What follows belongs to an exercise in optimizing a design on an open flow for small area and a short achievable clock period; a production flow would make more cautious choices.
Only simulation tests tie the RTL to the original design; equivalence was not proved.
Power figures rest on the tool's default switching activity, not on a simulated workload.

==> flow/design.v, too long to show whole: its modules and the start of the top module <==
// module mul_fa: 10 lines
// module mul_ha: 9 lines
// module mul16_lane: 794 lines
// module arrmul: 49 lines
module arrmul (
  input  logic         clk,
  input  logic         reset,
  input  logic [0:127] reg_A,
  input  logic [0:127] reg_B,
  input  logic [0:1]   ctrl_ww,
  input  logic [0:4]   alu_op,
  output logic [0:127] result
);
  // ...
==> flow/flow/run.sh <==
#!/bin/bash
# Standard ORFS layout with extra make settings from flow/make_args.txt (one VAR=value per
# line): the port buffers' cell and timing-repair margins. make's full output goes to make.log.
set -euo pipefail
args=()
while IFS= read -r line; do
  [[ -z "$line" || "$line" == \#* ]] && continue
  args+=("$line")
done < flow/make_args.txt
bash standard.sh "${args[@]}" finish > make.log 2>&1
==> flow/flow/make_args.txt <==
BUFFER_PORTS_ARGS=-buffer_cell sky130_fd_sc_hd__buf_1
SETUP_SLACK_MARGIN=6
==> flow/standard.sh <==
#!/bin/bash
# synth_recipe.tcl (not shown) runs the flow's synth.tcl, then flattens the netlist and writes it again
# the make line also repeats each setting of config.mk as NAME=value (left out here)
make -C /OpenROAD-flow-scripts/flow DESIGN_CONFIG=/design/flow/config.mk WORK_HOME=/design/flow/orfs CLKGATE_MAP_FILE= SYNTH_SCRIPT=/design/flow/synth_recipe.tcl "${@:-finish}"
==> flow/config.mk <==
export PLATFORM = sky130hd
export DESIGN_NAME = arrmul
export DESIGN_NICKNAME = arrmul
export VERILOG_FILES = /design/flow/design.v
export SDC_FILE = /design/flow/constraint.sdc
export NUM_CORES = 4
export LEC_CHECK = 0
export CAP_MARGIN = 20
export CORE_MARGIN = 2
export CORE_UTILIZATION = 40
export SLEW_MARGIN = 20
export SYNTH_HIERARCHICAL = 1
==> flow/constraint.sdc <==
create_clock -name core_clock -period 15.0 [get_ports {clk}]
set_input_delay 3.0000 -clock core_clock [delete_from_list [all_inputs] [get_ports {clk}]]
set_output_delay 3.0000 -clock core_clock [all_outputs]
set_load 0.01 [all_outputs]
==> impl_metrics.py, run 1 <==
metrics = {
    "yosys": {
        "ys_seq_area_frac": 0.0967,
        "synth_top_area_cell": "fa_1",
        "synth_xor_area_frac": 0.0719,
        "synth-async-reset-ratio": 1.00,
        "synthTopCellsByArea": "fa_1 49%, nor2_1 12%, dfrtp_1 9.7%",
        "avgSynthCellArea_um2": 10.2,
        "synth_most_common_cell": "nor2_1",
        "synth_commonest_cells": "1048 x nor2_1, 804 x fa_1, 228 x xor2_1, 204 x ha_1, 164 x clkbuf_1",
        "yosys.area_share.adder": 0.563,
    },
    "power_and_ir_drop": {
        "p_per_area_nw_per_um2": 37.7,
        "clk-power_uw": 490,
        "p_int_uw": 869,
        "top_power_group": "combinational logic",
        "p_sw_uw": 674,
    },
    "clock_network": {
        "htreeDepth": 4,
        "cts.sinks": 128,
        "post_cts_buffers": 144,
        "cts_tree": "yes",
        "post_cts_resized": 170,
        "cts_buffers": 17,
    },
    "setup_path": {
        "setup.worst_path.start": "alu_op[2]",
        "crit_buf_inv": 7,
    },
    "cells_and_area": {
        "largestRegisters": "result: 128 flops",
        "finalInstanceArea_um2": 40900,
        "clock_area_frac": 0.0146,
        "multi_input_area_share": 0.750,
    },
    "timing": {
        "setup_tns_ns": 0,
        "fin_ws_ns": 5.94,
        "clock.fmax_ghz": 0.110,
        "min_period_over_period": 0.604,
    },
    "worst_hold_path": {
        "hp-class": "input port to async pin",
    },
    "route": {
        "vias": 29200,
        "vias_per_cell": 5.93,
        "route.detailed.drc": 0,
        "wl_met2_mm": 57.8,
    },
    "status": {
        "status": "timing/DRC/antenna clean",
    },
}
==> inputs of run 2 (changes only) <==
==> flow/flow/make_args.txt (replaced) <==
BUFFER_PORTS_ARGS=-buffer_cell sky130_fd_sc_hd__buf_1
SETUP_SLACK_MARGIN=5.5
==> run 2 against run 1 <==
Compared with the run above:
- clock power is 8.4% lower
- first-iteration DRC count is 17% lower
- sequential share of layout area is 0.55 points higher
- critical path type unchanged
- largest cell class unchanged
- largest power group unchanged
==> impl_metrics.py, run 2 <==
metrics = {
    "clock_network": {
        "clk_pin_slew_worst_paths_ns": 0.08,
        "cts_buffers": 17,
        "clock_path_buffers": 2,
        "root_buffer": "clkbuf_16",
        "cts.sinks": 128,
        "cts_tree": "yes",
        "htreeDepth": 4,
    },
    "cells_and_area": {
        "layout_common_cells": "1044 x nor2_1, 804 x fa_1, 389 x buf_1",
        "final_cells": 4780,
        "nFillCells": 7820,
        "multi_input_area_um2": 29500,
        "layout-drive-gt1-share": 0.0941,
        "final_common_cell": "nor2_1",
        "syn2layout_area_growth_pct": 15.3,
        "seqCellArea_um2": 3200,
        "post-route-util": 0.466,
        "largest_reg_flops": 128,
        "finalInstanceArea_um2": 38200,
        "top_register": "result",
        "finalNetCount": 4969,
        "largestRegisters": "result: 128 flops",
    },
    "placed_design": {
        "port_buffers": 392,
        "placed_cell_area_um2": 36400,
        "dp_hpwl_mm": 87.7,
        "dp_cells": 4668,
        "gp_congestion": 0.921,
    },
    "yosys": {
        "synth_area_um2": 33100,
        "ys_seq_area_frac": 0.0967,
        "synth_top_area_frac": 0.486,
        "synthesis.nets": 4509,
        "synth-async-reset-ratio": 1.00,
        "synth_edf_count": 0,
        "synth_compound_area_frac": 0.101,
        "ys_warn_count": 8,
        "synth_top_family_by_area": "adder cells",
        "yosys.area_share.simple": 0.141,
        "synth_xor_area_frac": 0.0719,
        "avgSynthCellArea_um2": 10.2,
        "synth_top_area_cell": "fa_1",
        "yosys.area_share.adder": 0.563,
        "synthTopCellsByArea": "fa_1 49%, nor2_1 12%, dfrtp_1 9.7%",
        "synth_flop_cell": "dfrtp_1",
        "postSynthCellCount": 3236,
        "ys_types": 45,
        "ys_seq_elements": 128,
        "synth_commonest_cells": "1048 x nor2_1, 804 x fa_1, 228 x xor2_1, 204 x ha_1, 164 x clkbuf_1",
        "synthMuxAreaShare": 0,
        "synth_most_common_cell": "nor2_1",
    },
    "floorplanning": {
        "core_um2": 82000,
        "initial_core_util": 0.404,
        "die-width_um": 292,
        "die_h_um": 292,
        "io_pins": 393,
        "dieArea_um2": 85100,
        "rows": 105,
    },
    "power_and_ir_drop": {
        "p_per_area_nw_per_um2": 37.4,
        "clockPowerShare": 0.315,
        "p_int_uw": 813,
        "combPwrFrac": 0.409,
        "pwr-share-seq": 0.277,
        "swShare": 0.430,
        "leakage_nw": 20.7,
        "ir_drop_mv": 0.0876,
        "p_sw_uw": 614,
    },
    "setup_path": {
        "critPathKind": "input port to flop",
        "worstPathMaxFanout": 35,
        "endpoint_kind": "flop",
        "required_ns": 15.38,
        "critPathArrivalTime_ns": 9.72,
        "start_kind": "input port",
    },
    "grt": {
        "grt_overflow": 0,
        "track_usage": 0.284,
        "grt_first_pass_wirelength_mm": 181,
        "grt_pass1_vias": 30000,
        "grt_max_degree": 62,
        "antenna_found_initial": 2,
    },
    "route": {
        "firstDrtPassIters": 10,
        "vias": 28100,
        "wire_per_inst_um": 25.1,
        "route.detailed.drc": 0,
        "drt-total-wl_mm": 120,
        "vias_per_cell": 5.88,
        "drtIter0Drc": 3024,
        "postRouteAntennaNets": 0,
    },
    "timing": {
        "clock.fmax_ghz": 0.107,
        "setup_tns_ns": 0,
        "final_hold_viol_count": 0,
        "hold_slack_ns": 2.44,
        "min_period_over_period": 0.622,
        "slew_headroom": 0.250,
        "slew_violations": 0,
        "finalSetupViolations": 0,
        "rsz0062_at_grt": "no",
        "finalCriticalPeriod_ns": 9.34,
        "worst_pin_slew_ns": 1.13,
    },
    "status": {
        "status": "timing/DRC/antenna clean",
    },
    "worst_hold_path": {
        "hp-class": "input port to async pin",
    },
    "flow_run": {
        "drv_cap": 0,
    },
}
## run 2: cell counts after synthesis
No cell type changed its count.
## run 2: worst max-delay path, stage by stage
cell and delay (ns):
buf_1 0.11, or4b_4 0.64, nor3b_4 0.25, buf_8 0.38, buf_8 0.38, xor2_1 0.25
fa_1 0.48, fa_1 0.47, fa_1 0.42, fa_1 0.52, fa_1 0.43, ha_1 0.38
and2_1 0.20, a311o_1 0.31, a221oi_4 0.49, a2111oi_4 0.16, o31a_1 0.38, a311o_1 0.37
## run 2: layout make-up
class                           instances  share of cell area
Multi-Input combinational cell       2892               0.774
Timing Repair Buffer                  616              0.0881
Sequential cell                       128              0.0839
Tap cell                             1070              0.0351
Clock buffer                           18              0.0115
Inverter                               41             0.00436
Clock inverter                         14             0.00344
Antenna cell                            1           0.0000655
## run 2: metal layers
layer | track usage | part of all wire | up-vias
met4 | 0.119 | 0.037 | 0
met3 | 0.100 | 0.12 | 281
met2 | 0.430 | 0.45 | 1761
met5 | 0 | 0 | -
li1 | - | - | 11700
met1 | 0.370 | 0.39 | 14300
## run 2: logic make-up after synthesis
logic type               after synthesis
flip-flops                           128
AO/OA/AOI/OAI                        416
XOR/XNOR                             272
AND/OR/NAND/NOR                     1187
buffers and inverters                225
adder cells (fa/ha/maj)             1008
## run 2: power groups by stage
stage / Clock [mW] / Combinational [mW] / Sequential (mW)
floorplan: 0 / 0.294 / 0.412
global placement: 0 / 0.545 / 0.403
detailed placement: 0 / 0.546 / 0.401
CTS: 0.468 / 0.562 / 0.396
global route: 0.477 / 0.631 / 0.398
finish: 0.449 / 0.583 / 0.395
## run 2: worst paths after layout
path / startpoint / end / cells after the start
worst max-delay path: alu_op[1] / result[1] / 18
worst min-delay path: reset / result[51] / 1
max in group asynchronous: reset / result[85] / 2
min in group core_clock: reg_A[119] / result[127] / 4
## run 2: per-module statistics from Yosys (local to each module, per instance)
| module | flops+latches | cell area [µm²] |
|---|---|---|
| arrmul | 128 | 3300 |
| mul16_lane | 0 | 3250 |
| mul_fa | 0 | 20.0 |
| mul_ha | 0 | 12.5 |
## run 2: metrics by stage
stage                     total power [mW]  setup WS (ns)
final                                 1.43           5.66
after global routing                  1.51           5.49
after CTS                             1.43           5.46
after detailed placement             0.947           3.40
after global placement               0.947           3.26
after floorplan                      0.706           5.54
## run 2: repair_timing
| item | 4_1_cts | 5_1_grt |
|---|---|---|
| pin swaps | 9 | 14 |
| setup buffers | 13 | 50 |
| setup endpoints to repair | 76 | 32 |
| gates resized for setup | 52 | 54 |
| hold buffers | 0 | 0 |
| cloned | 8 | 3 |

## what the ideal ports hide
The flow's constraints put no driver on any port. The routed layouts listed below were extracted and timed again, unchanged, in two steps.
Step 1 (the two cells are an assumption about what drives the block):
set clk [get_ports {clk}]
set_driving_cell -lib_cell sky130_fd_sc_hd__clkbuf_16 $clk
set_driving_cell -lib_cell sky130_fd_sc_hd__buf_2 [delete_from_list [all_inputs] $clk]
Step 2 times the ports against the registers' clock, not the clock port: input delays grow and output delays shrink by t, the midpoint of the rising clock arrivals with the driver on.
Slacks: ideal ports / drivers / drivers and shift; pairs: ideal ports / drivers.
run | t, ns | setup WS [ns] | hold slack, ns | worst slew at a driven data input, ns | pins driven straight from the clock port
run 1 | 0.580 | 5.941 / 5.971 / 5.391 | 2.519 / 2.479 / 3.059 | 0.09 | 1
run 2 | 0.568 | 5.664 / 5.704 / 5.136 | 2.439 / 2.397 / 2.965 | 0.06 | 1
After both steps every run listed still meets setup and hold. The setup slack of run 1, which loses most, moves by +0.030 ns with the drivers and by -0.550 ns with both steps.
